Optimization exercise on an open flow, not production practice. RTL: at most simulated, not proved equivalent. Power: default activity.

File: flow/design.v
module btb_top (
    input  logic        CLK,
    input  logic        RST,
    input  logic        lookup_en,
    input  logic [31:0] lookup_pc,
    output logic        pred_hit,
    output logic        pred_taken,
    output logic [31:0] pred_target,
    input  logic        update_en,
    input  logic [31:0] update_pc,
    input  logic        update_taken,
    input  logic [31:0] update_target,
    input  logic        update_mispredict,
    input  logic        flush_all,
    output logic [15:0] lookup_count,
    output logic [15:0] mispredict_count
);
    branch_target_predictor #(.ENTRIES(16), .CNT_W(2), .STAT_W(16)) u_btb (
        .CLK(CLK),
        .RST(RST),
        .lookup_en(lookup_en),
        .lookup_pc(lookup_pc),
        .pred_hit(pred_hit),
        .pred_taken(pred_taken),
        .pred_target(pred_target),
        .update_en(update_en),
        .update_pc(update_pc),
        .update_taken(update_taken),
        .update_target(update_target),
        .update_mispredict(update_mispredict),
        .flush_all(flush_all),
        .lookup_count(lookup_count),
        .mispredict_count(mispredict_count)
    );
endmodule

module branch_target_predictor #(
    parameter int ENTRIES = 16,
    parameter int CNT_W   = 2,
    parameter int STAT_W  = 32
) (
    input  logic              CLK,
    input  logic              RST,
    input  logic              lookup_en,
    input  logic [31:0]       lookup_pc,
    output logic              pred_hit,
    output logic              pred_taken,
    output logic [31:0]       pred_target,
    input  logic              update_en,
    input  logic [31:0]       update_pc,
    input  logic              update_taken,
    input  logic [31:0]       update_target,
    input  logic              update_mispredict,
    input  logic              flush_all,
    output logic [STAT_W-1:0] lookup_count,
    output logic [STAT_W-1:0] mispredict_count
);
    localparam int IDX_W = $clog2(ENTRIES);
    localparam int TAG_W = 32 - IDX_W - 2;
    localparam logic [CNT_W-1:0] CNT_WEAK = CNT_W'(1) << (CNT_W - 1);
    logic [ENTRIES-1:0] valid;
    logic [TAG_W-1:0]   tags    [ENTRIES];
    logic [31:0]        targets [ENTRIES];
    logic [CNT_W-1:0]   cnts    [ENTRIES];
    logic [IDX_W-1:0] lk_idx;
    logic [TAG_W-1:0] lk_tag;
    logic [IDX_W-1:0] up_idx;
    logic [TAG_W-1:0] up_tag;
    logic             up_hit;
    logic             up_act;
    assign lk_idx = lookup_pc[IDX_W+1:2];
    assign lk_tag = lookup_pc[31:IDX_W+2];
    assign up_idx = update_pc[IDX_W+1:2];
    assign up_tag = update_pc[31:IDX_W+2];
    logic [ENTRIES-1:0] lk_dec;
    logic [31:0]        rd_target;
    logic               rd_cnt;
    always_comb begin
        pred_hit  = 1'b0;
        rd_cnt    = 1'b0;
        rd_target = '0;
        for (int i = 0; i < ENTRIES; i++) begin
            lk_dec[i] = (lk_idx == IDX_W'(i));
            pred_hit  = pred_hit | (lk_dec[i] && valid[i] && (tags[i] == lk_tag));
            rd_cnt    = rd_cnt | (lk_dec[i] & cnts[i][CNT_W-1]);
            rd_target = rd_target | ({32{lk_dec[i]}} & targets[i]);
        end
        pred_taken  = pred_hit & rd_cnt;
        pred_target = {32{pred_hit}} & rd_target;
    end
    logic [TAG_W-1:0] up_rd_tag;
    logic             up_rd_valid;
    always_comb begin
        up_rd_tag   = '0;
        up_rd_valid = 1'b0;
        for (int i = 0; i < ENTRIES; i++) begin
            up_rd_tag   = up_rd_tag   | ({TAG_W{up_idx == IDX_W'(i)}} & tags[i]);
            up_rd_valid = up_rd_valid | ((up_idx == IDX_W'(i)) & valid[i]);
        end
    end
    assign up_hit = up_rd_valid && (up_rd_tag == up_tag);
    assign up_act = update_en && !flush_all;
    always_ff @(posedge CLK or posedge RST) begin
        if (RST)
            valid <= '0;
        else if (flush_all)
            valid <= '0;
        else if (update_en && update_taken)
            valid[up_idx] <= 1'b1;
    end
    always_ff @(posedge CLK) begin
        if (up_act && update_taken) begin
            tags[up_idx]    <= up_tag;
            targets[up_idx] <= update_target;
        end
    end
    logic [CNT_W-1:0] up_cnt;
    logic [CNT_W-1:0] up_cnt_nxt;
    logic             up_cnt_we;
    always_comb begin
        up_cnt = '0;
        for (int i = 0; i < ENTRIES; i++)
            up_cnt = up_cnt | ({CNT_W{up_idx == IDX_W'(i)}} & cnts[i]);
        up_cnt_we  = up_act && (up_hit || update_taken);
        up_cnt_nxt = up_cnt;
        if (!up_hit)
            up_cnt_nxt = CNT_WEAK;
        else if (update_taken) begin
            if (up_cnt != '1)
                up_cnt_nxt = up_cnt + CNT_W'(1);
        end else if (up_cnt != '0)
            up_cnt_nxt = up_cnt - CNT_W'(1);
    end
    always_ff @(posedge CLK) begin
        if (up_cnt_we)
            cnts[up_idx] <= up_cnt_nxt;
    end
    always_ff @(posedge CLK or posedge RST) begin
        if (RST) begin
            lookup_count     <= '0;
            mispredict_count <= '0;
        end else begin
            if (lookup_en && (lookup_count != '1))
                lookup_count <= lookup_count + STAT_W'(1);
            if (update_en && update_mispredict && (mispredict_count != '1))
                mispredict_count <= mispredict_count + STAT_W'(1);
        end
    end
endmodule
File: flow/flow/run.sh
#!/bin/bash
bash standard.sh MATCH_CELL_FOOTPRINT=0 'CTS_ARGS=-sink_clustering_enable -repair_clock_nets -sink_clustering_size 16 -sink_clustering_max_diameter 80 -buf_list sky130_fd_sc_hd__clkbuf_8 -dont_use_dummy_load' 'BUFFER_PORTS_ARGS=-buffer_cell sky130_fd_sc_hd__buf_1' 'GLOBAL_PLACEMENT_ARGS=-timing_driven_net_weight_max 5 -timing_driven_nets_percentage 20' finish > standard.log 2>&1
File: flow/standard.sh
#!/bin/bash
# synth_recipe.tcl (not shown) runs the flow's synth.tcl, then flattens the netlist and writes it again
# the make line also repeats each setting of config.mk as NAME=value (left out here)
make -C /OpenROAD-flow-scripts/flow DESIGN_CONFIG=/design/flow/config.mk WORK_HOME=/design/flow/orfs CLKGATE_MAP_FILE= SYNTH_SCRIPT=/design/flow/synth_recipe.tcl "${@:-finish}"
File: flow/config.mk
export PLATFORM = sky130hd
export DESIGN_NAME = btb_top
export DESIGN_NICKNAME = btb_top
export VERILOG_FILES = /design/flow/design.v
export SDC_FILE = /design/flow/constraint.sdc
export NUM_CORES = 4
export LEC_CHECK = 0
export CAP_MARGIN = 20
export CORE_MARGIN = 2
export CORE_UTILIZATION = 55
export SETUP_SLACK_MARGIN = 2.0
export SLEW_MARGIN = 20
File: flow/constraint.sdc
create_clock -name core_clock -period 7.0 [get_ports {CLK}]
set_input_delay 1.4000 -clock core_clock [delete_from_list [all_inputs] [get_ports {CLK}]]
set_output_delay 1.4000 -clock core_clock [all_outputs]
set_load 0.01 [all_outputs]
==> results of run 1 <==
[power by group through the flow]
stage	Clock [mW]	Sequential, mW	Combinational (mW)
2_1_floorplan	0	6.87	0.490
3_3_place_gp	0	6.86	0.964
3_5_place_dp	0	6.86	0.982
4_1_cts	2.79	6.73	1.01
5_1_grt	2.97	6.74	1.16
6_report	2.78	6.73	1.13
[worst max-delay path: stages]
cell	delay, ps
buf_4	170
xnor2_1	480
nand4_1	360
nor4_4	490
nand4_1	140
nand4_1	180
nor4_4	90
buf_12	160
buf_16	160
a31oi_2	210
clkbuf_2	170
[Yosys cell counts, types with 44 or more instances]
master	n
xnor2_1	177
a22oi_1	148
a31oi_1	44
a22o_1	118
nand3_1	65
buf_2	64
xor2_1	280
nor2_1	53
clkbuf_1	90
and3_1	51
a221oi_1	115
dfrtp_1	48
nand4_1	83
a21oi_1	52
edfxtp_1	960
nor4_1	86
nand2_1	86
[what timing repair did]
action	in CTS	in global routing
cloned	0	7
gates resized for setup	125	284
setup buffers	8	32
pin swaps	15	29
setup endpoints to repair	71	82
[logic make-up after synthesis]
logic type,share of synthesized area (%)
buffers and inverters,2.230
XOR/XNOR,9.266
AO/OA/AOI/OAI,11.49
AND/OR/NAND/NOR,6.193
flip-flops,69.51
adder cells (fa/ha/maj),0.2259
multiplexers,1.083
[cells in the final DEF, fill, tap and decap left out, types with 10 or more instances in the layout]
master	n
edfxtp_1	960
xor2_1	233
a22oi_1	148
xnor2_1	141
buf_4	133
a22o_1	118
a221oi_1	115
buf_1	109
nand2_1	84
nand4_1	83
clkbuf_8	74
nand3_1	65
nor4_1	53
a21oi_1	52
dfrtp_1	48
and3_1	44
nor2_1	44
xor2_2	36
buf_12	31
buf_6	27
xnor2_2	26
mux2i_1	25
a31oi_1	24
o21ai_0	24
a222oi_1	21
nor4_2	20
o2bb2ai_1	18
o22ai_1	14
nor4_4	13
buf_2	12
xor2_4	11
a31oi_2	11
o211ai_1	11
clkbuf_2	11
xnor2_4	10
nor3_4	10
mux2_2	10
[worst paths after layout]
check,start,endpoint,slack [ps],depth (start not counted)
setup / recovery,lookup_pc[11],pred_target[28],1570,11
hold / removal,u_btb.mispredict_count[3],u_btb.mispredict_count[3],510,1
setup reg to reg,u_btb.tags[2][9],u_btb.cnts[12][1],3360,8
hold reg to reg,u_btb.mispredict_count[3],u_btb.mispredict_count[3],510,1
max in group asynchronous,RST,u_btb.valid[0],5660,2
min in group asynchronous,RST,u_btb.mispredict_count[7],810,2
[sequential cells by signal (all words and copies together), names as in the netlist]
signal / count
u_btb.cnts: 32
u_btb.lookup_count: 16
u_btb.mispredict_count: 16
u_btb.tags: 416
u_btb.targets: 512
u_btb.valid: 16
[metal layers]
layer,up-vias,track usage [%],wire [um]
met5,-,0,88
met4,14,23.08,11270
met3,427,7.970,18800
met2,2255,60.48,75150
met1,15050,54.15,61020
li1,11700,-,-
[layout make-up]
| type | instances | area [um2] | area share (%) |
|---|---|---|---|
| flip-flops and latches | 1008 | 30030 | 61.17 |
| multi-input cells | 1629 | 13910 | 28.34 |
| repair buffers | 343 | 2775 | 5.653 |
| well taps | 1040 | 1301 | 2.651 |
| clock buffers | 74 | 1018 | 2.075 |
| inverters | 11 | 42.54 | 0.08666 |
| diodes | 5 | 12.51 | 0.02549 |
==> flow_metrics.py, run 1 <==
metrics = {
    "floorplanning": {
        "initial_utilization_pct": 55.67,
        "dieArea_um2": 80800,
        "io-pin-count": 169,
        "die_x_um": 284.3,
        "fp-row-count": 102,
        "core_um2": 77590,
        "die_h_um": 284.3,
    },
    "grt": {
        "grt_first_pass_wirelength_mm": 223.0,
        "grt_pass1_vias": 27440,
        "antenna_found_initial": 11,
        "grt_max_degree": 58,
        "gr-total-overflow": 0,
        "grt_usage_pct": 39.92,
    },
    "critical_path": {
        "critical_path_class": "in2out",
        "worst_ep_required_time_ps": 5600,
        "setup.worst_path.end_class": "primary output",
        "critPathLaunchType": "primary input",
        "crit_path_max_fanout": 8,
        "arrival_ps": 4030,
    },
    "sta": {
        "fin_tns_setup_ps": 0,
        "hold_ws_ps": 506.2,
        "maxSlewHeadroom_pct": 26.90,
        "clock_skew_ps": 53.21,
        "slew_violations": 0,
        "worst_slack_ps": 1570,
        "final-hold-violation-count": 0,
        "fmax_mhz": 184.2,
        "rsz0062_at_grt": "true",
        "fin_crit_ps": 5430,
        "period_share_pct": 77.57,
        "worst_pin_slew_ps": 1096,
        "setup_viol": 0,
    },
    "power_and_ir_drop": {
        "p_sw_mw": 2.662,
        "swShare_pct": 25.01,
        "leakage_nw": 15.52,
        "ir_drop_v": 0.0002225,
        "clkPwrFrac_pct": 26.2,
        "power_frac_comb_pct": 10.6,
        "p_int_mw": 7.984,
        "sequentialPowerShare_pct": 63.2,
        "total_power_mw": 10.65,
        "p_per_area_nw_per_um2": 216.9,
    },
    "finish": {
        "fin_cells": 4110,
        "fillCellCount": 5760,
        "final_nets": 3177,
        "final_util_pct": 63.27,
        "final_layout_size_suffix_gt1_share_pct": 16.90,
        "design_area_um2": 49090,
        "syn_to_final_growth_pct": 13.64,
    },
    "cts": {
        "hold_buffers": 0,
        "clk_pin_slew_ps": 100,
        "cts_max_path_buffers": 3,
        "htree_levels": 3,
        "cts_tree": "built",
        "cts-root-buf": "clkbuf_8",
        "numCtsBuffers": 74,
        "cts.sinks": 1008,
        "clock_latency_ps": 690,
    },
    "place": {
        "port_buffers": 164,
        "place_area_um2": 45620,
        "dp_hpwl_mm": 105.4,
        "pre_cts_ws_ps": 961.1,
        "gp_congestion": 1.084,
        "place_inst": 3984,
    },
    "routing": {
        "drt_wl_total_mm": 166.3,
        "drt_pass1_iterations": 9,
        "antenna_left": 0,
        "drt_iter0_markers": 4872,
        "vias": 29440,
        "wl_per_cell_um": 40.47,
        "vias_per_cell": 7.163,
        "drc": 0,
    },
    "synthesis": {
        "synth_top_area_share_pct": 66.73,
        "synthTopCellsByArea": "edfxtp_1 (67%), xor2_1 (5.7%), xnor2_1 (3.6%)",
        "netlist_area_um2": 43200,
        "synth_ff_type": "edfxtp_1",
        "synth-edff-count": 960,
        "async_flop_share_pct": 4.762,
        "synth.distinct_cells": 79,
        "synth_area_leader_cell": "edfxtp_1",
        "synth_nets": 2953,
        "syn-mean-instance-area_um2": 15.19,
        "postSynthCellCount": 2843,
        "seq_area_frac_synth_pct": 69.51,
        "synth-seq-cells": 1008,
        "yosysWarnings": 1,
    },
    "run_status": {
        "status": "timing/DRC/antenna clean",
    },
    "flow_run": {
        "drv_cap": 0,
    },
    "worst_hold_path": {
        "holdCritPathClass": "reg2reg",
    },
}
==> run 2, diff against run 1 <==
==> flow/flow/run.sh (replaced) <==
#!/bin/bash
F=$(cd "$(dirname "$0")" && pwd)
bash standard.sh MATCH_CELL_FOOTPRINT=0 'CTS_ARGS=-sink_clustering_enable -repair_clock_nets -sink_clustering_size 16 -sink_clustering_max_diameter 80 -buf_list sky130_fd_sc_hd__clkbuf_8 -dont_use_dummy_load' 'BUFFER_PORTS_ARGS=-buffer_cell sky130_fd_sc_hd__buf_1' PRE_IO_PLACEMENT_TCL=$F/pins.tcl finish > standard.log 2>&1
==> flow/flow/pins.tcl (new file) <==
set lk {}
for {set i 2} {$i < 32} {incr i} { lappend lk "lookup_pc\[$i\]" }
for {set i 0} {$i < 32} {incr i} { lappend lk "pred_target\[$i\]" }
lappend lk pred_hit pred_taken
set up {}
for {set i 0} {$i < 32} {incr i} { lappend up "update_pc\[$i\]" "update_target\[$i\]" }
lappend up update_en update_taken flush_all
set_io_pin_constraint -pin_names $lk -region left:*
set_io_pin_constraint -pin_names $up -region right:*
==> run 2 against run 1 <==
Against the previous run: clock skew grew 4.9 ps; global-route usage grew 1.9 points; synthesized cell count is the same; sequential share of layout area grew 0.61 points; total power shrank 0.37%; critical endpoint is now pred_target[21]; largest power group unchanged.
==> flow_metrics.py, run 2 <==
metrics = {
    "run_status": {
        "status": "timing/DRC/antenna clean",
    },
    "cts": {
        "clk_pin_slew_ps": 100,
        "cts_max_path_buffers": 3,
        "cts.sinks": 1008,
        "clock_latency_ps": 720,
        "cts-root-buf": "clkbuf_8",
        "htree_levels": 3,
        "cts_tree": "built",
        "numCtsBuffers": 73,
    },
    "finish": {
        "syn_to_final_growth_pct": 12.52,
        "final_layout_size_suffix_gt1_share_pct": 16.40,
        "final_cell_mix": "edfxtp_1 (960), xor2_1 (256), a22oi_1 (148)",
        "regMostFlops": "u_btb.targets",
        "final_nets": 3173,
        "final_common_cell": "edfxtp_1",
        "reg_top3": "u_btb.targets: 512 flops, u_btb.tags: 416 flops, u_btb.cnts: 32 flops",
        "largest_reg_flops": 512,
    },
    "critical_path": {
        "worst_ep_required_time_ps": 5600,
        "setup.worst_path.end_class": "primary output",
        "arrival_ps": 4080,
        "reg2reg_slack_ps": 3420,
        "critical_path_class": "in2out",
        "crit_path_max_fanout": 8,
        "critPathLaunchType": "primary input",
    },
    "floorplanning": {
        "die_h_um": 284.3,
        "dieArea_um2": 80800,
        "io-pin-count": 169,
        "core_um2": 77590,
        "die_x_um": 284.3,
        "initial_utilization_pct": 55.67,
        "fp-row-count": 102,
    },
    "routing": {
        "drt_pass1_iterations": 9,
        "antenna_left": 0,
        "vias": 30130,
        "drc": 0,
        "drt_iter0_markers": 6009,
        "wl_per_cell_um": 41.88,
        "vias_per_cell": 7.283,
        "drt_wl_total_mm": 173.2,
    },
    "synthesis": {
        "synth-edff-count": 960,
        "yosysMostFrequentCell": "edfxtp_1",
        "synth_compound_area_share_pct": 11.49,
        "synth_ff_type": "edfxtp_1",
        "synth_top_area_share_pct": 66.73,
        "synth_xor_area_share_pct": 9.266,
        "synth_common_cells": "edfxtp_1 (960), xor2_1 (280), xnor2_1 (177), a22oi_1 (148), a22o_1 (118)",
        "postSynthCellCount": 2843,
        "synthTopCellsByArea": "edfxtp_1 (67%), xor2_1 (5.7%), xnor2_1 (3.6%)",
        "synth_nets": 2953,
        "synth_simple_gate_area_share_pct": 6.193,
        "syn-mean-instance-area_um2": 15.19,
        "synthAdderAreaFrac_pct": 0.2259,
        "synthMuxAreaShare_pct": 1.083,
        "synth_area_leader_cell": "edfxtp_1",
        "synth_top_family_by_area": "compound AO/OA/AOI/OAI gates",
        "seq_area_frac_synth_pct": 69.51,
        "netlist_area_um2": 43200,
        "synth-seq-cells": 1008,
        "synth.distinct_cells": 79,
        "async_flop_share_pct": 4.762,
        "yosysWarnings": 1,
    },
    "grt": {
        "grt_usage_pct": 41.84,
        "grt_pass1_vias": 27380,
        "grt_max_degree": 58,
        "grt_first_pass_wirelength_mm": 230.1,
        "gr-total-overflow": 0,
        "antenna_found_initial": 59,
    },
    "flow_run": {
        "drv_cap": 0,
    },
    "sta": {
        "rsz0062_at_grt": "true",
        "clock_skew_ps": 58.13,
        "final-hold-violation-count": 0,
        "fin_tns_setup_ps": 0,
        "period_share_pct": 78.24,
        "setup_viol": 0,
        "hold_ws_ps": 505.0,
        "slew_violations": 0,
        "worst_pin_slew_ps": 1116,
        "fmax_mhz": 182.6,
        "fin_crit_ps": 5477,
        "maxSlewHeadroom_pct": 25.61,
    },
    "place": {
        "port_buffers": 164,
        "dp_hpwl_mm": 114.5,
        "gp_congestion": 1.043,
    },
    "power_and_ir_drop": {
        "ir_drop_v": 0.0002029,
        "p_per_area_nw_per_um2": 218.2,
        "leakage_nw": 15.34,
    },
    "worst_hold_path": {
        "holdCritPathClass": "reg2reg",
    },
}
==> run 2: path summary, 6_finish.rpt <==
| path | startpoint | to | depth (start not counted) |
|---|---|---|---|
| worst max-delay path | lookup_pc[20] | pred_target[21] | 11 |
| worst min-delay path | u_btb.lookup_count[15] | u_btb.lookup_count[15] | 1 |
| worst max register to register | u_btb.tags[9][16] | u_btb.cnts[7][1] | 9 |
| worst min register to register | u_btb.lookup_count[15] | u_btb.lookup_count[15] | 1 |
| max in group asynchronous | RST | u_btb.valid[12] | 3 |
| min in group asynchronous | RST | u_btb.mispredict_count[3] | 2 |
==> run 2: through the flow <==
step	cell area [um2]	instances	power, mW	utilization [%]	setup WS [ps]
after CTS	47260	4067	10.50	60.91	1579
after global routing	48520	4103	10.83	62.53	1584
after floorplan	43220	2843	7.359	-	324.0
after global placement	45670	3992	7.821	58.86	868.8
after detailed placement	45670	3992	7.839	58.86	912.7
final	48610	4137	10.61	62.64	1523
==> run 2: critical path, cell delays in order <==
cell and delay (ps):
buf_2 260, buf_4 270, xor2_1 160, nor4_1 730, nand4_1 170, nand4_1 210
nor4_4 70, buf_6 160, clkbuf_16 180, a31oi_4 260, buf_2 190
==> run 2: cell families after synthesis <==
group	Yosys count
flops	1008
compound gates	631
simple gates	493
xor+xnor	457
buf+inv	206
mux	40
fa+ha+maj	8
==> run 2: final cells by class <==
class / instances / area (um2)
diodes: 36 / 90.09
clock buffers: 73 / 1005
fillers: 5815 / 28990
inverters: 11 / 41.29
multi-input cells: 1629 / 13640
flip-flops and latches: 1008 / 30030
well taps: 1040 / 1301
repair buffers: 340 / 2500
==> run 2: report_power, final <==
group	switching (mW)	internal (mW)	leakage, nW
registers	0.0632	6.67	9.33
clock network	1.84	0.940	0.525
logic	0.753	0.347	5.49
total	2.65	7.95	15.3
==> run 2: metal layers <==
layer  vias to the layer above  GRT usage, %  wire, um
met4                        48         21.42     10940
met3                       474         15.12     27590
li1                      11750             -         -
met1                     15200         57.03     61690
met5                         -             0       300
met2                      2663         59.20     72720
==> run 2: repair_timing <==
item,CTS,global route
cloned,0,4
setup endpoints to repair,82,98
pin swaps,15,45
resized for setup,102,220
setup buffers,2,29
hold buffers,0,0
==> run 3, diff against run 2 <==
==> flow/flow/pins.tcl (replaced) <==
# Lookup pins go to the middle third of each edge, closest to the core's centre.
set die [[ord::get_db_block] getDieArea]
set w [expr {[$die xMax] / 1000.0}]
set h [expr {[$die yMax] / 1000.0}]
set xa [expr {$w / 3.0}]
set xb [expr {2.0 * $w / 3.0}]
set ya [expr {$h / 3.0}]
set yb [expr {2.0 * $h / 3.0}]
proc names {pfx lo hi} {
  set r {}
  for {set i $lo} {$i <= $hi} {incr i} { lappend r "$pfx\[$i\]" }
  return $r
}
set_io_pin_constraint -pin_names [names lookup_pc 2 16] -region left:$ya-$yb
set_io_pin_constraint -pin_names [names lookup_pc 17 31] -region bottom:$xa-$xb
set_io_pin_constraint -pin_names [concat [names pred_target 0 15] pred_hit] -region right:$ya-$yb
set_io_pin_constraint -pin_names [concat [names pred_target 16 31] pred_taken] -region top:$xa-$xb
==> run 3 against run 2 <==
Against the previous run: core utilization up 0.094 points; worst hold slack worse by 8.1 ps; design area up 0.15%; maximum frequency down 3.1%; total power up 0.39%; register-to-register slack better by 120 ps; sequential power about the same; combinational power about the same; global-route usage up 0.63 points; via count down 0.34%; clock skew down 8.7 ps; clock-buffer cell count up 1.
==> flow_metrics.py, run 3 <==
metrics = {
    "run_status": {
        "status": "timing/DRC/antenna clean",
    },
    "grt": {
        "antenna_found_initial": 33,
        "gr-total-overflow": 0,
        "grt_pass1_vias": 27450,
        "grt_max_degree": 54,
        "grt_usage_pct": 42.47,
        "grt_first_pass_wirelength_mm": 233.8,
    },
    "finish": {
        "reg_top3": "u_btb.targets: 512 flops, u_btb.tags: 416 flops, u_btb.cnts: 32 flops",
        "final_cell_mix": "edfxtp_1 (960), xor2_1 (259), xnor2_1 (158)",
        "regMostFlops": "u_btb.targets",
        "final_common_cell": "edfxtp_1",
        "syn_to_final_growth_pct": 12.69,
        "largest_reg_flops": 512,
        "final_nets": 3186,
        "fillCellCount": 5890,
        "final_layout_size_suffix_gt1_share_pct": 16.40,
    },
    "routing": {
        "wl_per_cell_um": 42.30,
        "drc": 0,
        "drt_iter0_markers": 5924,
        "antenna_left": 0,
        "drt_pass1_iterations": 10,
        "drt_wl_total_mm": 174.9,
        "vias_per_cell": 7.261,
        "vias": 30030,
    },
    "power_and_ir_drop": {
        "sequentialPowerShare_pct": 63.2,
        "leakage_nw": 15.34,
        "p_per_area_nw_per_um2": 218.7,
        "p_int_mw": 7.951,
        "swShare_pct": 25.32,
        "clkPwrFrac_pct": 26.4,
        "p_sw_mw": 2.697,
        "power_frac_comb_pct": 10.4,
        "ir_drop_v": 0.0001797,
    },
    "sta": {
        "clock_skew_ps": 49.45,
        "worst_slack_ps": 1349,
        "fin_crit_ps": 5651,
        "worst_pin_slew_ps": 1200,
        "fin_tns_setup_ps": 0,
        "fmax_mhz": 177.0,
        "final-hold-violation-count": 0,
        "slew_violations": 0,
        "rsz0062_at_grt": "true",
        "maxSlewHeadroom_pct": 19.98,
        "period_share_pct": 80.72,
        "setup_viol": 0,
    },
    "synthesis": {
        "synthTopCellsByArea": "edfxtp_1 (67%), xor2_1 (5.7%), xnor2_1 (3.6%)",
        "synth-edff-count": 960,
        "synth-seq-cells": 1008,
        "netlist_area_um2": 43200,
        "synth_ff_type": "edfxtp_1",
        "postSynthCellCount": 2843,
        "async_flop_share_pct": 4.762,
        "synth_common_cells": "edfxtp_1 (960), xor2_1 (280), xnor2_1 (177), a22oi_1 (148), a22o_1 (118)",
        "seq_area_frac_synth_pct": 69.51,
        "synth_area_leader_cell": "edfxtp_1",
        "syn-mean-instance-area_um2": 15.19,
        "yosysMostFrequentCell": "edfxtp_1",
        "synth_top_area_share_pct": 66.73,
        "yosysWarnings": 1,
        "synth.distinct_cells": 79,
        "synth_nets": 2953,
    },
    "critical_path": {
        "crit_start": "lookup_pc[23]",
        "cp_slowest_cell": "nor4_4",
        "reg2reg_slack_ps": 3540,
        "crit_path_max_fanout": 5,
        "critPathLaunchType": "primary input",
        "r2r_end": "u_btb.cnts[4][0]",
        "r2r_start": "u_btb.tags[0][6]",
        "endpoint": "pred_taken",
        "path_cells": "buf_8 > buf_8 > buf_8 > xnor2_4 > nand4_1 > nor4_4 > nand4_1 > nand4_1 > nor4_4 > buf_12 > buf_16 > a31oi_4 > buf_6 > buf_6",
        "r2r_cells": 7,
        "slowest_delay_ps": 560,
        "critical_path_class": "in2out",
        "worst_ep_required_time_ps": 5600,
        "setup.worst_path.end_class": "primary output",
        "arrival_ps": 4250,
    },
    "cts": {
        "cts.sinks": 1008,
        "clk_pin_slew_ps": 100,
        "clock_latency_ps": 720,
        "hold_buffers": 0,
        "numCtsBuffers": 74,
        "cts_max_path_buffers": 3,
        "cts-root-buf": "clkbuf_8",
        "cts_tree": "built",
        "htree_levels": 3,
    },
    "floorplanning": {
        "initial_utilization_pct": 55.67,
        "die_x_um": 284.3,
        "die_h_um": 284.3,
        "dieArea_um2": 80800,
        "fp-row-count": 102,
        "io-pin-count": 169,
        "core_um2": 77590,
    },
    "worst_hold_path": {
        "holdCritPathClass": "reg2reg",
    },
    "place": {
        "gp_congestion": 1.063,
        "port_buffers": 164,
        "pre_cts_ws_ps": 894.6,
        "dp_hpwl_mm": 114.8,
    },
    "flow_run": {
        "drv_cap": 0,
    },
}
run 3: cell counts after synthesis:
Identical to the previous run, type by type.
run 3: cells by family after synthesis:
logic type | Yosys count | synth area share [%]
AOI/OAI and AO/OA | 631 | 11.49
xor gates and xnor gates | 457 | 9.266
adders and majority gates | 8 | 0.2259
buffers and inverters | 206 | 2.230
DFF | 1008 | 69.51
muxes | 40 | 1.083
and+or+nand+nor | 493 | 6.193
run 3: critical path: cells and delay by family:
family | cells | cell delay [ps]
AO/OA/AOI/OAI | 1 | 210
XOR/XNOR | 1 | 230
buffers and inverters | 7 | 930
AND/OR/NAND/NOR | 5 | 1430
run 3: per-layer routing:
layer	part of all wire, %	track usage, %	up-vias
li1	-	-	11730
met1	38	60.62	15380
met2	43	60.85	2529
met3	16	15.02	363
met4	4.1	14.24	16
met5	0.061	0	-
run 3: worst min-delay path by stage:
stage	start	end	slack [ps]	cells after the start
6_report	u_btb.lookup_count[6]	u_btb.lookup_count[6]	500	1
5_1_grt	u_btb.mispredict_count[8]	u_btb.mispredict_count[8]	510	1
4_1_cts	u_btb.mispredict_count[8]	u_btb.mispredict_count[8]	500	1
3_5_place_dp	u_btb.mispredict_count[8]	u_btb.mispredict_count[8]	480	1
3_3_place_gp	u_btb.mispredict_count[8]	u_btb.mispredict_count[8]	480	1
2_1_floorplan	u_btb.valid[7]	u_btb.valid[7]	480	1
run 3: power by group through the flow:
stage                     Clock [mW]  Combinational [mW]  Sequential, mW
after global routing            2.99                1.13            6.74
after detailed placement           0               0.983            6.86
final                           2.81                1.11            6.73
after CTS                       2.79                1.03            6.73
after global placement             0               0.968            6.86
after floorplan                    0               0.490            6.87
run 3: through the flow:
stage          power, mW  util [%]  hold WS (ps)  instances  cell area, um2
6_report           10.65     62.74         496.9       4135           48680
5_1_grt            10.86     62.70         514.1       4123           48650
4_1_cts            10.55     61.94         496.0       4098           48060
3_5_place_dp       7.846     58.96         482.2       4006           45750
3_3_place_gp       7.825     58.96         475.0       4006           45750
2_1_floorplan      7.359         -         476.9       2843           43220
run 3: layout make-up:
| cell class | count | area (um2) | area share, % |
|---|---|---|---|
| multi-input cells | 1629 | 13560 | 27.85 |
| inverters | 11 | 46.29 | 0.09510 |
| flip-flops and latches | 1008 | 30030 | 61.69 |
| clock buffers | 74 | 1018 | 2.092 |
| diodes | 21 | 52.55 | 0.1080 |
| repair buffers | 352 | 2675 | 5.495 |
| well taps | 1040 | 1301 | 2.673 |
run 3: what timing repair did:
item                                    4_1_cts  5_1_grt
pin swaps                                    19       14
cloned                                        3        0
setup buffers                                15       15
gates resized for setup                     246       71
endpoints found under the setup margin       97       98
==> run 4, diff against run 3 <==
==> flow/flow/run.sh (replaced) <==
#!/bin/bash
bash standard.sh MATCH_CELL_FOOTPRINT=0 'CTS_ARGS=-sink_clustering_enable -repair_clock_nets -sink_clustering_size 16 -sink_clustering_max_diameter 80 -buf_list sky130_fd_sc_hd__clkbuf_8 -dont_use_dummy_load' 'BUFFER_PORTS_ARGS=-buffer_cell sky130_fd_sc_hd__buf_1' 'GLOBAL_PLACEMENT_ARGS=-timing_driven_net_weight_max 20 -timing_driven_nets_percentage 50' finish > standard.log 2>&1
removed: flow/flow/pins.tcl
==> run 4 against run 3 <==
Against the previous run: still clean; first-iteration DRC count up 2.6%; cell count down 1.2%; setup slack better by 100 ps; critical path type unchanged; register-to-register slack worse by 160 ps; clock-buffer cell count up 1; via count up 3.0%; die area unchanged; maximum frequency up 1.9%; synthesized area unchanged; global-route usage up 3.6 points.
==> flow_metrics.py, run 4 <==
metrics = {
    "synthesis": {
        "synth_ff_type": "edfxtp_1",
        "synth_compound_area_share_pct": 11.49,
        "synth_common_cells": "edfxtp_1 (960), xor2_1 (280), xnor2_1 (177), a22oi_1 (148), a22o_1 (118)",
        "synthTopCellsByArea": "edfxtp_1 (67%), xor2_1 (5.7%), xnor2_1 (3.6%)",
        "synth_top_family_by_area": "compound AO/OA/AOI/OAI gates",
        "synth_area_leader_cell": "edfxtp_1",
        "seq_area_frac_synth_pct": 69.51,
        "synth_nets": 2953,
        "synth-seq-cells": 1008,
        "yosysMostFrequentCell": "edfxtp_1",
        "netlist_area_um2": 43200,
        "synth-edff-count": 960,
        "yosysWarnings": 1,
        "postSynthCellCount": 2843,
        "synth_top_area_share_pct": 66.73,
        "synth_simple_gate_area_share_pct": 6.193,
        "synth_xor_area_share_pct": 9.266,
        "synthMuxAreaShare_pct": 1.083,
        "synth.distinct_cells": 79,
        "syn-mean-instance-area_um2": 15.19,
        "async_flop_share_pct": 4.762,
        "synthAdderAreaFrac_pct": 0.2259,
    },
    "cts": {
        "numCtsBuffers": 75,
        "cts.sinks": 1008,
        "cts_max_path_buffers": 3,
        "cts-root-buf": "clkbuf_8",
        "clk_pin_slew_ps": 90,
        "clock_latency_ps": 730,
        "cts_tree": "built",
        "hold_buffers": 0,
        "htree_levels": 3,
    },
    "grt": {
        "antenna_found_initial": 8,
        "use_met3_pct": 13.81,
        "gr-total-overflow": 0,
        "grt_usage_pct": 46.11,
        "grt_util_met2_pct": 69.59,
        "grt_first_pass_wirelength_mm": 251.9,
        "met1_usage_pct": 58.30,
        "grt_max_degree": 63,
        "grt_pass1_vias": 28880,
        "busiest_layer": "met2",
    },
    "worst_hold_path": {
        "worstHoldStart": "u_btb.mispredict_count[3]",
        "holdCritPathClass": "reg2reg",
        "hold_end": "u_btb.mispredict_count[3]",
        "holdPathStages": 1,
    },
    "finish": {
        "design_area_um2": 47250,
        "largest_reg_flops": 512,
        "reg_top3": "u_btb.targets: 512 flops, u_btb.tags: 416 flops, u_btb.cnts: 32 flops",
        "syn_to_final_growth_pct": 9.387,
        "regMostFlops": "u_btb.targets",
        "final_common_cell": "edfxtp_1",
        "fillCellCount": 5753,
        "final_layout_size_suffix_gt1_share_pct": 12.84,
        "final_nets": 3149,
        "fin_cells": 4086,
        "final_cell_mix": "edfxtp_1 (960), xor2_1 (279), xnor2_1 (176)",
        "final_util_pct": 60.90,
    },
    "critical_path": {
        "r2r_end": "u_btb.cnts[10][0]",
        "r2r_cells": 9,
        "arrival_ps": 4150,
        "setup.worst_path.end_class": "primary output",
        "reg2reg_slack_ps": 3380,
        "crit_path_max_fanout": 34,
        "critical_path_class": "in2out",
        "r2r_start": "u_btb.tags[10][16]",
        "critPathLaunchType": "primary input",
        "worst_ep_required_time_ps": 5600,
    },
    "routing": {
        "antenna_left": 0,
        "drt_pass1_iterations": 20,
        "vias": 30940,
        "drc": 0,
        "wl_per_cell_um": 46.42,
        "vias_per_cell": 7.571,
        "drt_iter0_markers": 6077,
        "drt_wl_total_mm": 189.7,
    },
    "sta": {
        "final-hold-violation-count": 0,
        "rsz0062_at_grt": "true",
        "worst_pin_slew_ps": 1094,
        "setup_viol": 0,
        "clock_skew_ps": 80.27,
        "fmax_mhz": 180.3,
        "period_share_pct": 79.25,
        "worst_slack_ps": 1452,
        "slew_violations": 0,
        "fin_crit_ps": 5548,
        "fin_tns_setup_ps": 0,
        "maxSlewHeadroom_pct": 27.04,
        "hold_ws_ps": 494.9,
    },
    "place": {
        "gp_congestion": 1.146,
        "place_area_um2": 45630,
        "dp_hpwl_mm": 131.0,
        "pre_cts_ws_ps": 976.7,
        "port_buffers": 164,
        "place_inst": 3992,
    },
    "floorplanning": {
        "core_um2": 77590,
        "initial_utilization_pct": 55.67,
        "dieArea_um2": 80800,
        "die_h_um": 284.3,
        "die_x_um": 284.3,
        "fp-row-count": 102,
        "io-pin-count": 169,
    },
    "power_and_ir_drop": {
        "leakage_nw": 14.85,
        "total_power_mw": 10.49,
        "ir_drop_v": 0.0002369,
        "p_per_area_nw_per_um2": 222.0,
    },
    "run_status": {
        "status": "timing/DRC/antenna clean",
    },
    "flow_run": {
        "drv_cap": 0,
    },
}
[run 4: cell counts after synthesis]
Identical to the previous run, type by type.
[run 4: logic make-up after synthesis]
logic type	Yosys count
mux	40
flops	1008
buf+inv	206
compound gates	631
fa+ha+maj	8
xor+xnor	457
simple gates	493
[run 4: where the power goes]
part           total, mW  internal [mW]  switching [mW]
Sequential          6.75           6.67          0.0867
Combinational      0.975          0.312           0.664
Clock               2.76          0.962            1.80
[run 4: per-layer routing]
metal	wire length (um)	share of wire (%)	up-vias
met3	25780	14	789
li1	-	-	11670
met2	82800	44	3145
met1	64030	34	15330
met4	17010	9.0	6
met5	41	0.022	-
[run 4: how the worst max path moves through the flow]
stage	start	to	slack, ps	depth (start not counted)
after detailed placement	lookup_pc[6]	pred_target[25]	980	12
after floorplan	update_en	u_btb.tags[11][0]	320	5
after CTS	lookup_pc[24]	pred_target[25]	1650	13
after global placement	lookup_pc[6]	pred_target[25]	930	12
final	lookup_pc[23]	pred_target[25]	1450	11
after global routing	lookup_pc[17]	pred_target[26]	1520	13
[run 4: final cells by class]
type	instances	area, um2	share of cell area [%]
Timing Repair Buffer	314	2006	4.245
Antenna cell	9	22.52	0.04766
Tap cell	1040	1301	2.754
Sequential cell	1008	30030	63.55
Multi-Input combinational cell	1629	12820	27.13
Clock buffer	75	1032	2.185
Inverter	11	42.54	0.09003
[run 4: worst max-delay path: stages]
cell      delay, ps
clkbuf_2        290
buf_4           390
xor2_1          130
nor4_2          570
nand4_1         310
nand4_1         280
nor4_4           70
buf_12          180
a31oi_4         180
buf_4           140
clkbuf_2        130
[run 4: repair_timing]
| item | in CTS | in global routing |
|---|---|---|
| gates resized for setup | 115 | 17 |
| endpoints found under the setup margin | 50 | 98 |
| setup buffers | 7 | 2 |
| pin swaps | 21 | 2 |
==> run 5, diff against run 4 <==
==> flow/flow/run.sh (replaced) <==
#!/bin/bash
bash standard.sh MATCH_CELL_FOOTPRINT=0 'CTS_ARGS=-sink_clustering_enable -repair_clock_nets -sink_clustering_size 16 -sink_clustering_max_diameter 80 -buf_list sky130_fd_sc_hd__clkbuf_8 -dont_use_dummy_load' 'BUFFER_PORTS_ARGS=-buffer_cell sky130_fd_sc_hd__buf_1' 'GLOBAL_PLACEMENT_ARGS=-timing_driven_net_weight_max 10 -timing_driven_nets_percentage 30' finish > standard.log 2>&1
==> run 5 against run 4 <==
Against the previous run: via count decreased by 4.5%; worst hold slack improved by 7.0 ps; total power increased by 0.73%; non-clock buffer count decreased by 8; synthesized area unchanged; global-route usage decreased by 5.3 points; die area unchanged; largest power group unchanged; highest routed layer unchanged.
==> flow_metrics.py, run 5 <==
metrics = {
    "cts": {
        "cts.sinks": 1008,
        "cts_tree": "built",
        "clock_latency_ps": 750,
        "cts-root-buf": "clkbuf_8",
        "numCtsBuffers": 75,
        "clk_pin_slew_ps": 100,
        "hold_buffers": 0,
        "htree_levels": 3,
        "cts_max_path_buffers": 3,
    },
    "synthesis": {
        "synth-seq-cells": 1008,
        "seq_area_frac_synth_pct": 69.51,
        "synth_top_area_share_pct": 66.73,
        "postSynthCellCount": 2843,
        "synth_nets": 2953,
        "syn-mean-instance-area_um2": 15.19,
        "yosysMostFrequentCell": "edfxtp_1",
        "synth.distinct_cells": 79,
        "synthTopCellsByArea": "edfxtp_1 (67%), xor2_1 (5.7%), xnor2_1 (3.6%)",
        "synth_area_leader_cell": "edfxtp_1",
        "netlist_area_um2": 43200,
        "synth_ff_type": "edfxtp_1",
        "synth_common_cells": "edfxtp_1 (960), xor2_1 (280), xnor2_1 (177), a22oi_1 (148), a22o_1 (118)",
        "yosysWarnings": 1,
        "async_flop_share_pct": 4.762,
        "synth-edff-count": 960,
    },
    "routing": {
        "drt_iter0_markers": 4922,
        "antenna_left": 0,
        "top_layer_used": "met5",
        "wl_met2_mm": 75.58,
        "vias_per_cell": 7.258,
        "drc": 0,
        "wl_per_cell_um": 41.18,
        "wirelength_met1_mm": 60.84,
        "drt_wl_total_mm": 167.7,
        "drt_pass1_iterations": 8,
        "wl_met3_mm": 19.83,
        "vias": 29550,
    },
    "flow_run": {
        "drv_cap": 0,
    },
    "power_and_ir_drop": {
        "total_power_mw": 10.57,
        "p_int_mw": 7.948,
        "sequentialPowerShare_pct": 63.7,
        "clkPwrFrac_pct": 26.4,
        "p_sw_mw": 2.620,
        "leakage_nw": 14.88,
        "p_per_area_nw_per_um2": 222.5,
        "swShare_pct": 24.79,
        "power_frac_comb_pct": 9.9,
        "ir_drop_v": 0.0002462,
    },
    "grt": {
        "grt_max_degree": 80,
        "grt_pass1_vias": 27630,
        "grt_usage_pct": 40.82,
        "gr-total-overflow": 0,
        "grt_first_pass_wirelength_mm": 227.7,
        "antenna_found_initial": 11,
    },
    "worst_hold_path": {
        "holdCritPathClass": "reg2reg",
    },
    "finish": {
        "final_cell_mix": "edfxtp_1 (960), xor2_1 (266), xnor2_1 (172)",
        "syn_to_final_growth_pct": 9.970,
        "final_layout_size_suffix_gt1_share_pct": 13.44,
        "largest_reg_flops": 512,
        "regMostFlops": "u_btb.targets",
        "fillCellCount": 5905,
        "reg_top3": "u_btb.targets: 512 flops, u_btb.tags: 416 flops, u_btb.cnts: 32 flops",
        "final_nets": 3141,
        "final_common_cell": "edfxtp_1",
    },
    "sta": {
        "fin_tns_setup_ps": 0,
        "worst_pin_slew_ps": 1114,
        "final-hold-violation-count": 0,
        "clock_skew_ps": 90.01,
        "slew_violations": 0,
        "fmax_mhz": 185.5,
        "rsz0062_at_grt": "true",
        "period_share_pct": 77.00,
        "maxSlewHeadroom_pct": 25.75,
        "fin_crit_ps": 5390,
        "setup_viol": 0,
    },
    "critical_path": {
        "worst_ep_required_time_ps": 5600,
        "critPathLaunchType": "primary input",
        "crit_path_max_fanout": 34,
        "setup.worst_path.end_class": "primary output",
        "critical_path_class": "in2out",
        "arrival_ps": 3990,
    },
    "run_status": {
        "status": "timing/DRC/antenna clean",
    },
    "place": {
        "port_buffers": 164,
        "gp_congestion": 1.064,
        "dp_hpwl_mm": 109.4,
    },
    "floorplanning": {
        "fp-row-count": 102,
        "io-pin-count": 169,
        "core_um2": 77590,
        "dieArea_um2": 80800,
        "die_h_um": 284.3,
        "die_x_um": 284.3,
        "initial_utilization_pct": 55.67,
    },
}
## run 5: cell counts after synthesis
Identical to the previous run, type by type.
## run 5: logic make-up after synthesis
| group | count (synthesis) | synth area share [%] |
|---|---|---|
| multiplexers | 40 | 1.083 |
| AND/OR/NAND/NOR | 493 | 6.193 |
| buffers and inverters | 206 | 2.230 |
| XOR/XNOR | 457 | 9.266 |
| adder cells (fa/ha/maj) | 8 | 0.2259 |
| AO/OA/AOI/OAI | 631 | 11.49 |
| flip-flops | 1008 | 69.51 |
## run 5: metrics by stage
step	util, %	area, um2	cells	hold slack [ps]	setup slack (ps)
final	61.22	47500	4072	501.9	1610
after global routing	61.22	47500	4072	515.1	1632
after CTS	61.02	47350	4064	504.3	1763
after detailed placement	58.81	45640	3979	486.2	1010
after global placement	58.80	45630	3979	471.3	958.3
after floorplan	-	43220	2843	476.9	324.0
## run 5: layout make-up
class | instances | area (um2) | share of cell area, %
flip-flops and latches | 1008 | 30030 | 63.21
multi-input cells | 1629 | 13020 | 27.40
repair buffers | 306 | 2074 | 4.367
well taps | 1040 | 1301 | 2.739
clock buffers | 75 | 1032 | 2.173
inverters | 11 | 42.54 | 0.08955
diodes | 3 | 7.507 | 0.01580
## run 5: worst paths after layout
| path | cells past startpoint | endpoint | slack (ps) | startpoint |
|---|---|---|---|---|
| max | 11 | pred_target[29] | 1610 | lookup_pc[10] |
| max in group asynchronous | 2 | u_btb.valid[5] | 5710 | RST |
| min in group asynchronous | 2 | u_btb.mispredict_count[7] | 780 | RST |
| min | 1 | u_btb.lookup_count[15] | 500 | u_btb.lookup_count[15] |
| min reg2reg | 1 | u_btb.lookup_count[15] | 500 | u_btb.lookup_count[15] |
| max reg2reg | 9 | u_btb.cnts[15][0] | 3370 | u_btb.tags[8][16] |
## run 5: worst max-delay path, stage by stage
cell     delay [ps]
buf_1            70
buf_4           220
xnor2_1         630
nand4_1         230
nor4_1          280
nand4_1         160
nand4_1         240
nor4_2          100
buf_12          200
a31oi_2         220
buf_2           180
## run 5: metal layers
metal | global-route usage (%) | vias up
met2 | 62.26 | 2523
met4 | 22.75 | 12
met1 | 55.37 | 14920
met5 | 0 | -
met3 | 8.146 | 473
li1 | - | 11630
## run 5: power groups by stage
stage	Sequential, mW	Clock [mW]	Combinational [mW]
floorplan	6.87	0	0.490
global placement	6.86	0	0.955
detailed placement	6.87	0	0.967
CTS	6.73	2.79	1.00
global route	6.74	2.99	1.07
finish	6.73	2.79	1.05
## run 5: what timing repair did
item                                    4_1_cts  5_1_grt
cloned                                        0        1
buffers inserted                             10        4
endpoints found under the setup margin       98       91
pin swaps                                    14       13
gates resized for setup                     150       22
==> run 6, diff against run 5 <==
==> flow/flow/run.sh (replaced) <==
#!/bin/bash
bash standard.sh MATCH_CELL_FOOTPRINT=0 'CTS_ARGS=-sink_clustering_enable -repair_clock_nets -sink_clustering_size 12 -sink_clustering_max_diameter 60 -buf_list sky130_fd_sc_hd__clkbuf_8 -dont_use_dummy_load' 'BUFFER_PORTS_ARGS=-buffer_cell sky130_fd_sc_hd__buf_1' 'GLOBAL_PLACEMENT_ARGS=-timing_driven_net_weight_max 10 -timing_driven_nets_percentage 30' finish > standard.log 2>&1
--- a/flow/config.mk
+++ b/flow/config.mk
@@ -8,5 +8,5 @@
 export CAP_MARGIN = 20
 export CORE_MARGIN = 2
 export CORE_UTILIZATION = 55
-export SETUP_SLACK_MARGIN = 2.0
+export SETUP_SLACK_MARGIN = 2.5
 export SLEW_MARGIN = 20
==> run 6 against run 5 <==
Against the previous run: routed wire length rose by 4.5%; clock-buffer cell count increased by 23; clock skew is 4.7 ps lower; largest power group unchanged; clock power is 12% higher; register-to-register slack got worse by 220 ps; still clean; first-iteration DRC count increased by 6.6%; design area grew 4.0%; non-clock buffer count grew 59; combinational power grew 9%; synthesized cell count unchanged.
==> flow_metrics.py, run 6 <==
metrics = {
    "finish": {
        "largest_reg_flops": 512,
        "final_nets": 3224,
        "final_common_cell": "edfxtp_1",
        "final_layout_size_suffix_gt1_share_pct": 18.32,
        "regMostFlops": "u_btb.targets",
        "fillCellCount": 5693,
        "reg_top3": "u_btb.targets: 512 flops, u_btb.tags: 416 flops, u_btb.cnts: 32 flops",
        "design_area_um2": 49410,
        "seq_area_um2": 30030,
        "multi_input_area_um2": 13880,
        "syn_to_final_growth_pct": 14.38,
        "final_cell_mix": "edfxtp_1 (960), xor2_1 (256), buf_4 (161)",
    },
    "synthesis": {
        "synth-edff-count": 960,
        "netlist_area_um2": 43200,
        "synth_common_cells": "edfxtp_1 (960), xor2_1 (280), xnor2_1 (177), a22oi_1 (148), a22o_1 (118)",
        "synth_ff_type": "edfxtp_1",
        "synthTopCellsByArea": "edfxtp_1 (67%), xor2_1 (5.7%), xnor2_1 (3.6%)",
        "yosysWarnings": 1,
        "postSynthCellCount": 2843,
        "synth_nets": 2953,
        "synth.distinct_cells": 79,
        "seq_area_frac_synth_pct": 69.51,
        "async_flop_share_pct": 4.762,
        "yosysMostFrequentCell": "edfxtp_1",
        "synth-seq-cells": 1008,
        "syn-mean-instance-area_um2": 15.19,
        "synth_area_leader_cell": "edfxtp_1",
        "synth_top_area_share_pct": 66.73,
    },
    "sta": {
        "fin_tns_setup_ps": 0,
        "setup_viol": 0,
        "slew_violations": 0,
        "period_share_pct": 78.00,
        "rsz0062_at_grt": "true",
        "worst_pin_slew_ps": 1124,
        "fin_crit_ps": 5460,
        "maxSlewHeadroom_pct": 25.05,
        "final-hold-violation-count": 0,
        "fmax_mhz": 183.1,
        "clock_skew_ps": 85.33,
    },
    "cts": {
        "cts.sinks": 1008,
        "clk_pin_slew_ps": 80,
        "hold_buffers": 0,
        "cts_tree": "built",
        "cts_max_path_buffers": 3,
        "clock_latency_ps": 770,
        "cts-root-buf": "clkbuf_8",
        "htree_levels": 3,
        "numCtsBuffers": 98,
    },
    "floorplanning": {
        "initial_utilization_pct": 55.67,
        "core_um2": 77590,
        "fp-row-count": 102,
        "die_x_um": 284.3,
        "die_h_um": 284.3,
        "dieArea_um2": 80800,
        "io-pin-count": 169,
    },
    "critical_path": {
        "crit_buf_inv": 7,
        "critPathLaunchType": "primary input",
        "r2r_start": "u_btb.tags[11][5]",
        "crit_start": "lookup_pc[9]",
        "r2r_end": "u_btb.cnts[15][1]",
        "cp_slowest_cell": "nor4_1",
        "arrival_ps": 4060,
        "crit_path_max_fanout": 6,
        "setup.worst_path.end_class": "primary output",
        "cp_common_cell": "buf_12",
        "r2r_cells": 9,
        "critical_path_class": "in2out",
        "reg2reg_slack_ps": 3150,
        "path_cells": "buf_2 > buf_12 > buf_4 > xor2_1 > nor4_1 > nand4_1 > nand4_1 > nor4_4 > buf_12 > buf_8 > buf_12 > a31oi_4 > buf_6",
        "worst_ep_required_time_ps": 5600,
        "critPathTopFamily": "simple AND/OR/NAND/NOR gates",
        "slowest_delay_ps": 830,
    },
    "grt": {
        "grt_max_degree": 49,
        "gr-total-overflow": 0,
        "grt_pass1_vias": 28560,
        "antenna_found_initial": 14,
        "grt_first_pass_wirelength_mm": 236.9,
        "grt_usage_pct": 42.77,
    },
    "power_and_ir_drop": {
        "p_per_area_nw_per_um2": 222.6,
        "total_power_mw": 11.00,
        "leakage_nw": 15.69,
        "ir_drop_v": 0.0002177,
    },
    "worst_hold_path": {
        "holdCritPathClass": "reg2reg",
        "hold_end": "u_btb.mispredict_count[6]",
        "worstHoldStart": "u_btb.mispredict_count[6]",
        "holdPathStages": 1,
    },
    "routing": {
        "drt_wl_total_mm": 175.2,
        "wl_per_cell_um": 42.13,
        "drt_pass1_iterations": 8,
        "vias_per_cell": 7.333,
        "antenna_left": 0,
        "drc": 0,
        "vias": 30500,
        "drt_iter0_markers": 5245,
    },
    "place": {
        "place_area_um2": 46000,
        "dp_hpwl_mm": 111.7,
        "port_buffers": 164,
        "gp_congestion": 1.081,
    },
    "flow_run": {
        "drv_cap": 0,
    },
    "run_status": {
        "status": "timing/DRC/antenna clean",
    },
}
==> run 6: changes by cell type in the layout (fill, tap and decap cells not counted), sizes merged <==
| cell | delta |
|---|---|
| buf | +75 |
| o41a | +1 |
| diode | +4 |
| clkbuf | +7 |
==> run 6: cells by family after synthesis <==
| logic type | synth area share (%) |
|---|---|
| AO/OA/AOI/OAI | 11.49 |
| XOR/XNOR | 9.266 |
| adder cells (fa/ha/maj) | 0.2259 |
| buffers and inverters | 2.230 |
| flip-flops | 69.51 |
| multiplexers | 1.083 |
| AND/OR/NAND/NOR | 6.193 |
==> run 6: worst max path at each step <==
stage	to	depth (start not counted)	slack (ps)
5_1_grt	pred_target[28]	14	1650
4_1_cts	pred_target[0]	15	1720
3_5_place_dp	pred_target[31]	11	600
3_3_place_gp	pred_target[31]	11	480
6_report	pred_target[0]	13	1540
2_1_floorplan	u_btb.tags[0][0]	7	1810
==> run 6: cell type report <==
class,instances,share of cell area (%)
Inverter,11,0.08610
Clock buffer,98,2.730
Sequential cell,1008,60.78
Multi-Input combinational cell,1630,28.10
Tap cell,1040,2.634
Timing Repair Buffer,365,5.637
Antenna cell,7,0.03545
==> run 6: what timing repair did <==
action / CTS / global route
resized for setup: 256 / 88
pin swaps: 57 / 31
cloned: 2 / 2
setup endpoints to repair: 98 / 98
buffers inserted: 30 / 30
==> run 6: through the flow <==
step	hold WS, ps	utilization (%)	std cells	setup slack (ps)
6_report	488.4	63.68	4159	1540
5_1_grt	508.4	63.66	4154	1647
4_1_cts	487.6	62.82	4120	1720
3_5_place_dp	475.9	59.28	3990	595.8
3_3_place_gp	470.7	59.28	3990	481.9
2_1_floorplan	476.9	-	2843	1807
==> run 6: where the power goes <==
group | leakage [nW] | internal, mW | switching, mW
sequential | 9.33 | 6.67 | 0.0684
clock | 0.705 | 1.24 | 1.88
combinational | 5.66 | 0.363 | 0.772
==> run 6: worst reg2reg max path: stages, from the launching register on <==
cell	delay [ps]
edfxtp_1	430
a222oi_1	830
o21ai_1	170
a22oi_2	270
a21oi_2	160
a2111oi_4	550
nand4_1	170
buf_4	200
o41a_4	600
nor2_4	170
==> run 6: per-layer routing <==
layer,track usage [%],wire length (um),vias up
met3,10.65,20810,623
met1,56.27,62700,15410
met5,0,127,-
met4,24.29,13710,20
met2,65.34,77870,2631
li1,-,-,11820
==> run 7, diff against run 6 <==
--- a/flow/config.mk
+++ b/flow/config.mk
@@ -8,5 +8,6 @@
 export CAP_MARGIN = 20
 export CORE_MARGIN = 2
 export CORE_UTILIZATION = 55
-export SETUP_SLACK_MARGIN = 2.5
+export GPL_ROUTABILITY_DRIVEN = 0
+export SETUP_SLACK_MARGIN = 2.0
 export SLEW_MARGIN = 20
==> run 7 against run 6 <==
Against the previous run: maximum frequency rose by 1.1%; combinational power down 4%; routed wire length fell by 4.9%; sequential share of layout area grew 0.47 points; via count down 0.70%; worst hold slack gained 4.9 ps; design area is 0.77% lower; clock skew shrank 32 ps; clock-buffer cell count down 1; highest routed layer unchanged.
==> flow_metrics.py, run 7 <==
metrics = {
    "synthesis": {
        "postSynthCellCount": 2843,
        "yosysMostFrequentCell": "edfxtp_1",
        "synth_common_cells": "edfxtp_1 (960), xor2_1 (280), xnor2_1 (177), a22oi_1 (148), a22o_1 (118)",
        "synthTopCellsByArea": "edfxtp_1 (67%), xor2_1 (5.7%), xnor2_1 (3.6%)",
        "syn-mean-instance-area_um2": 15.19,
        "synth-edff-count": 960,
        "synth_area_leader_cell": "edfxtp_1",
        "seq_area_frac_synth_pct": 69.51,
        "synth-seq-cells": 1008,
        "synth_top_area_share_pct": 66.73,
        "async_flop_share_pct": 4.762,
        "yosysWarnings": 1,
        "synth.distinct_cells": 79,
        "synth_ff_type": "edfxtp_1",
        "synth_nets": 2953,
        "netlist_area_um2": 43200,
    },
    "routing": {
        "wl_per_cell_um": 40.39,
        "drc": 0,
        "drt_pass1_iterations": 8,
        "vias_per_cell": 7.338,
        "vias": 30280,
        "antenna_left": 0,
        "drt_wl_total_mm": 166.7,
        "drt_iter0_markers": 5964,
    },
    "cts": {
        "numCtsBuffers": 97,
        "cts.sinks": 1008,
        "cts-root-buf": "clkbuf_8",
        "clk_pin_slew_ps": 80,
        "cts_tree": "built",
        "htree_levels": 3,
        "hold_buffers": 0,
        "cts_max_path_buffers": 3,
        "clock_latency_ps": 740,
    },
    "sta": {
        "rsz0062_at_grt": "true",
        "maxSlewHeadroom_pct": 15.90,
        "worst_slack_ps": 1597,
        "worst_pin_slew_ps": 1257,
        "fmax_mhz": 185.1,
        "period_share_pct": 77.19,
        "final-hold-violation-count": 0,
        "slew_violations": 0,
        "fin_crit_ps": 5403,
        "clock_skew_ps": 53.65,
        "fin_tns_setup_ps": 0,
        "setup_viol": 0,
    },
    "place": {
        "pre_cts_ws_ps": 915.5,
        "place_area_um2": 45530,
        "dp_hpwl_mm": 101.7,
        "port_buffers": 164,
        "place_inst": 3972,
    },
    "critical_path": {
        "slowest_delay_ps": 420,
        "critical_path_class": "in2out",
        "cp_slowest_cell": "nand4_1",
        "reg2reg_slack_ps": 3380,
        "crit_buf_inv": 5,
        "r2r_start": "u_btb.tags[3][11]",
        "crit_start": "lookup_pc[23]",
        "arrival_ps": 4000,
        "path_cells": "buf_8 > buf_8 > xnor2_4 > nand4_1 > nor4_4 > nand4_1 > nand4_1 > nor4_4 > buf_6 > buf_12 > a31oi_4 > buf_6",
        "setup.worst_path.end_class": "primary output",
        "worst_ep_required_time_ps": 5600,
        "critPathLaunchType": "primary input",
        "cp_common_cell": "nand4_1",
        "crit_path_max_fanout": 8,
        "critPathTopFamily": "simple AND/OR/NAND/NOR gates",
    },
    "finish": {
        "final_common_cell": "edfxtp_1",
        "regMostFlops": "u_btb.targets",
        "syn_to_final_growth_pct": 13.49,
        "final_nets": 3193,
        "reg_top3": "u_btb.targets: 512 flops, u_btb.tags: 416 flops, u_btb.cnts: 32 flops",
        "largest_reg_flops": 512,
        "final_cell_mix": "edfxtp_1 (960), xor2_1 (249), xnor2_1 (161)",
        "fin_cells": 4127,
        "final_layout_size_suffix_gt1_share_pct": 16.49,
        "design_area_um2": 49030,
    },
    "flow_run": {
        "drv_cap": 0,
    },
    "power_and_ir_drop": {
        "leakage_nw": 15.49,
        "p_sw_mw": 2.727,
        "power_frac_comb_pct": 9.9,
        "sequentialPowerShare_pct": 61.4,
        "p_per_area_nw_per_um2": 223.8,
        "total_power_mw": 10.97,
        "ir_drop_v": 0.0001617,
        "clkPwrFrac_pct": 28.7,
        "swShare_pct": 24.85,
        "p_int_mw": 8.246,
    },
    "grt": {
        "gr-total-overflow": 0,
        "grt_pass1_vias": 28480,
        "grt_first_pass_wirelength_mm": 225.8,
        "grt_usage_pct": 40.15,
        "antenna_found_initial": 15,
        "grt_max_degree": 66,
    },
    "run_status": {
        "status": "timing/DRC/antenna clean",
    },
    "floorplanning": {
        "initial_utilization_pct": 55.67,
        "die_x_um": 284.3,
        "fp-row-count": 102,
        "die_h_um": 284.3,
        "dieArea_um2": 80800,
        "io-pin-count": 169,
        "core_um2": 77590,
    },
    "worst_hold_path": {
        "worstHoldStart": "u_btb.mispredict_count[3]",
        "holdCritPathClass": "reg2reg",
    },
}
## run 7: worst paths after layout
| path | cells after the start | to |
|---|---|---|
| setup reg to reg | 10 | u_btb.cnts[14][0] |
| max in group asynchronous | 2 | u_btb.valid[9] |
| hold / removal | 1 | u_btb.mispredict_count[3] |
| hold reg to reg | 1 | u_btb.mispredict_count[3] |
| setup / recovery | 12 | pred_target[7] |
| min in group asynchronous | 2 | u_btb.mispredict_count[8] |
## run 7: worst reg2reg max path: stages (launching register included)
cell and delay [ps]:
edfxtp_1 430, a221oi_1 330, a21oi_1 110, a2111oi_2 570, buf_4 240, a21o_1 120
o211a_1 300, nand4b_1 140, buf_4 190, o41a_4 610, nor2_1 250
## run 7: cell type report
type,count,area [um2]
diodes,6,15.01
clock buffers,97,1335
fillers,5814,28570
inverters,11,45.04
multi-input cells,1629,13600
flip-flops and latches,1008,30030
well taps,1040,1301
repair buffers,336,2704
## run 7: timing repair
item / 4_1_cts / 5_1_grt
buffers inserted: 34 / 10
gates cloned: 5 / 3
setup endpoints to repair: 69 / 98
resized for setup: 263 / 88
pin swaps: 50 / 16
endpoints found under the hold margin: 0 / 0
## run 7: metrics by stage
step	utilization, %	hold WS [ps]
6_report	63.18	493.3
5_1_grt	63.17	518.2
4_1_cts	62.26	496.8
3_5_place_dp	58.67	485.9
3_3_place_gp	58.67	475.5
2_1_floorplan	-	476.9
## run 7: routing by layer
metal  vias to the layer above  routed length (um)  global-route usage (%)
li1                      11730                   -                       -
met1                     15080               58970                   52.83
met2                      2745               71680                   59.17
met3                       709               21820                   11.93
met4                        16               14130                   24.21
met5                         -                 112                       0
## run 7: kinds of logic after synthesis
group | count (synthesis) | share of synthesized area, %
buffers and inverters | 206 | 2.230
adder cells (fa/ha/maj) | 8 | 0.2259
XOR/XNOR | 457 | 9.266
AO/OA/AOI/OAI | 631 | 11.49
flip-flops | 1008 | 69.51
multiplexers | 40 | 1.083
AND/OR/NAND/NOR | 493 | 6.193
## run 7: power groups by stage
stage | clock [mW] | sequential (mW) | combinational, mW
3_5_place_dp | 0 | 6.87 | 0.933
5_1_grt | 3.37 | 6.74 | 1.11
3_3_place_gp | 0 | 6.86 | 0.920
4_1_cts | 3.16 | 6.73 | 1.01
6_report | 3.15 | 6.73 | 1.09
2_1_floorplan | 0 | 6.87 | 0.490
==> run 8, diff against run 7 <==
--- a/flow/config.mk
+++ b/flow/config.mk
@@ -7,7 +7,6 @@
 export LEC_CHECK = 0
 export CAP_MARGIN = 20
 export CORE_MARGIN = 2
-export CORE_UTILIZATION = 55
-export GPL_ROUTABILITY_DRIVEN = 0
+export CORE_UTILIZATION = 58
 export SETUP_SLACK_MARGIN = 2.0
 export SLEW_MARGIN = 20
==> run 8 against run 7 <==
Against the previous run: non-clock buffer count shrank 34; maximum frequency shrank 5.4%; via count shrank 1.0%; largest power group unchanged; core utilization grew 0.96 points; clock-buffer cell count grew 3; clock power is essentially flat; design area shrank 3.1%; global-route usage grew 3.0 points; combinational power shrank 6%; flip-flop and latch count is the same.
==> flow_metrics.py, run 8 <==
metrics = {
    "synthesis": {
        "synth-edff-count": 960,
        "netlist_area_um2": 43200,
        "synth_ff_type": "edfxtp_1",
        "syn-mean-instance-area_um2": 15.19,
        "seq_area_frac_synth_pct": 69.51,
        "synth_common_cells": "edfxtp_1 (960), xor2_1 (280), xnor2_1 (177), a22oi_1 (148), a22o_1 (118)",
        "synth_nets": 2953,
        "async_flop_share_pct": 4.762,
        "synth-seq-cells": 1008,
        "synth_area_leader_cell": "edfxtp_1",
        "synth.distinct_cells": 79,
        "yosysWarnings": 1,
        "yosysMostFrequentCell": "edfxtp_1",
        "synth_top_area_share_pct": 66.73,
        "postSynthCellCount": 2843,
        "synthTopCellsByArea": "edfxtp_1 (67%), xor2_1 (5.7%), xnor2_1 (3.6%)",
    },
    "sta": {
        "fmax_mhz": 175.0,
        "fin_tns_setup_ps": 0,
        "final-hold-violation-count": 0,
        "setup_viol": 0,
        "worst_slack_ps": 1286,
        "maxSlewHeadroom_pct": 25.94,
        "period_share_pct": 81.63,
        "fin_crit_ps": 5714,
        "hold_ws_ps": 496.6,
        "clock_skew_ps": 65.48,
        "worst_pin_slew_ps": 1111,
        "rsz0062_at_grt": "true",
        "slew_violations": 0,
    },
    "grt": {
        "grt_usage_pct": 43.19,
        "grt_pass1_vias": 28390,
        "grt_first_pass_wirelength_mm": 228.0,
        "grt_max_degree": 60,
        "antenna_found_initial": 11,
        "gr-total-overflow": 0,
    },
    "floorplanning": {
        "initial_utilization_pct": 58.32,
        "io-pin-count": 169,
        "dieArea_um2": 76680,
        "die_x_um": 276.9,
        "core_um2": 74070,
        "fp-row-count": 100,
        "die_h_um": 276.9,
    },
    "critical_path": {
        "crit_path_max_fanout": 34,
        "crit_start": "lookup_pc[25]",
        "critical_path_class": "in2out",
        "critPathLaunchType": "primary input",
        "setup.worst_path.end_class": "primary output",
        "r2r_end": "u_btb.cnts[13][0]",
        "worst_ep_required_time_ps": 5600,
        "reg2reg_slack_ps": 3300,
        "r2r_cells": 9,
        "r2r_start": "u_btb.tags[2][17]",
        "arrival_ps": 4310,
    },
    "finish": {
        "regMostFlops": "u_btb.targets",
        "final_util_pct": 64.14,
        "largest_reg_flops": 512,
        "final_layout_size_suffix_gt1_share_pct": 13.61,
        "final_common_cell": "edfxtp_1",
        "syn_to_final_growth_pct": 9.987,
        "reg_top3": "u_btb.targets: 512 flops, u_btb.tags: 416 flops, u_btb.cnts: 32 flops",
        "design_area_um2": 47510,
        "final_cell_mix": "edfxtp_1 (960), xor2_1 (267), xnor2_1 (168)",
        "fin_cells": 4026,
        "final_nets": 3162,
    },
    "power_and_ir_drop": {
        "leakage_nw": 15.03,
        "power_frac_comb_pct": 9.4,
        "ir_drop_v": 0.0002534,
        "p_int_mw": 8.241,
        "clkPwrFrac_pct": 29.0,
        "total_power_mw": 10.94,
        "p_per_area_nw_per_um2": 230.2,
        "sequentialPowerShare_pct": 61.6,
        "p_sw_mw": 2.695,
        "swShare_pct": 24.64,
    },
    "cts": {
        "clk_pin_slew_ps": 80,
        "numCtsBuffers": 100,
        "cts-root-buf": "clkbuf_8",
        "cts_tree": "built",
        "cts.sinks": 1008,
        "htree_levels": 3,
        "clock_latency_ps": 720,
        "cts_max_path_buffers": 3,
    },
    "routing": {
        "drt_wl_total_mm": 167.9,
        "wl_per_cell_um": 41.71,
        "drt_iter0_markers": 5655,
        "drt_pass1_iterations": 10,
        "vias_per_cell": 7.445,
        "drc": 0,
        "vias": 29980,
        "antenna_left": 0,
    },
    "worst_hold_path": {
        "worstHoldStart": "u_btb.mispredict_count[8]",
        "holdCritPathClass": "reg2reg",
        "hold_end": "u_btb.mispredict_count[8]",
        "holdPathStages": 1,
    },
    "place": {
        "place_inst": 3914,
        "pre_cts_ws_ps": 909.5,
        "port_buffers": 164,
        "gp_congestion": 1.082,
        "place_area_um2": 45470,
        "dp_hpwl_mm": 109.2,
    },
    "run_status": {
        "status": "timing/DRC/antenna clean",
    },
    "flow_run": {
        "drv_cap": 0,
    },
}
## run 8: changes by cell type in the layout (fill, tap and decap cells not counted), moves of 5 or more
cell	delta
a31oi_1	+18
a31oi_4	-21
buf_1	+13
buf_12	-17
buf_2	-16
buf_4	-15
buf_6	-22
clkbuf_16	-6
clkbuf_2	+34
nor4_1	+5
xnor2_1	+7
xor2_1	+18
xor2_2	-12
xor2_4	-6
## run 8: area by class of cell
type | count | area (um2)
Antenna cell | 7 | 17.52
Fill cell | 5329 | 26560
Clock buffer | 100 | 1376
Multi-Input combinational cell | 1629 | 12920
Tap cell | 969 | 1212
Timing Repair Buffer | 302 | 1913
Inverter | 11 | 42.54
Sequential cell | 1008 | 30030
## run 8: cell families after synthesis
family | synth area share (%)
buffers and inverters | 2.230
muxes | 1.083
xor gates and xnor gates | 9.266
DFF | 69.51
adders and majority gates | 0.2259
and+or+nand+nor | 6.193
AOI/OAI and AO/OA | 11.49
## run 8: worst max path at each step
stage / end / cells after the start
floorplan: u_btb.tags[11][0] / 5
global placement: pred_target[18] / 11
detailed placement: pred_target[20] / 12
CTS: pred_target[18] / 15
global route: pred_target[18] / 15
finish: pred_target[18] / 11
## run 8: power by group through the flow
stage	sequential [mW]	clock (mW)	combinational, mW
2_1_floorplan	6.87	0	0.490
3_3_place_gp	6.86	0	0.938
3_5_place_dp	6.87	0	0.951
4_1_cts	6.73	3.18	0.975
5_1_grt	6.74	3.38	1.05
6_report	6.74	3.17	1.03
## run 8: critical path, stage by stage
cell	delay, ps
clkbuf_2	190
buf_4	240
xor2_1	190
nor4_1	830
nand4_1	280
nand4_1	330
nor4_4	120
buf_12	220
a31oi_1	180
buf_4	150
buf_1	140
## run 8: routing by layer
layer  up-vias  share of wire [%]  wire length, um  global-route usage (%)
met5         -              0.033               56                       0
met1     14800                 34            57530                   56.32
met2      2841                 45            75020                   65.53
met4         8                8.3            13890                   27.80
met3       652                 13            21440                   10.36
li1      11680                  -                -                       -
## run 8: timing repair
action	in CTS	in global routing
hold buffers	0	0
hold endpoints to repair	0	0
setup endpoints to repair	82	98
buffers inserted	1	4
pin swaps	7	12
gates resized for setup	106	34
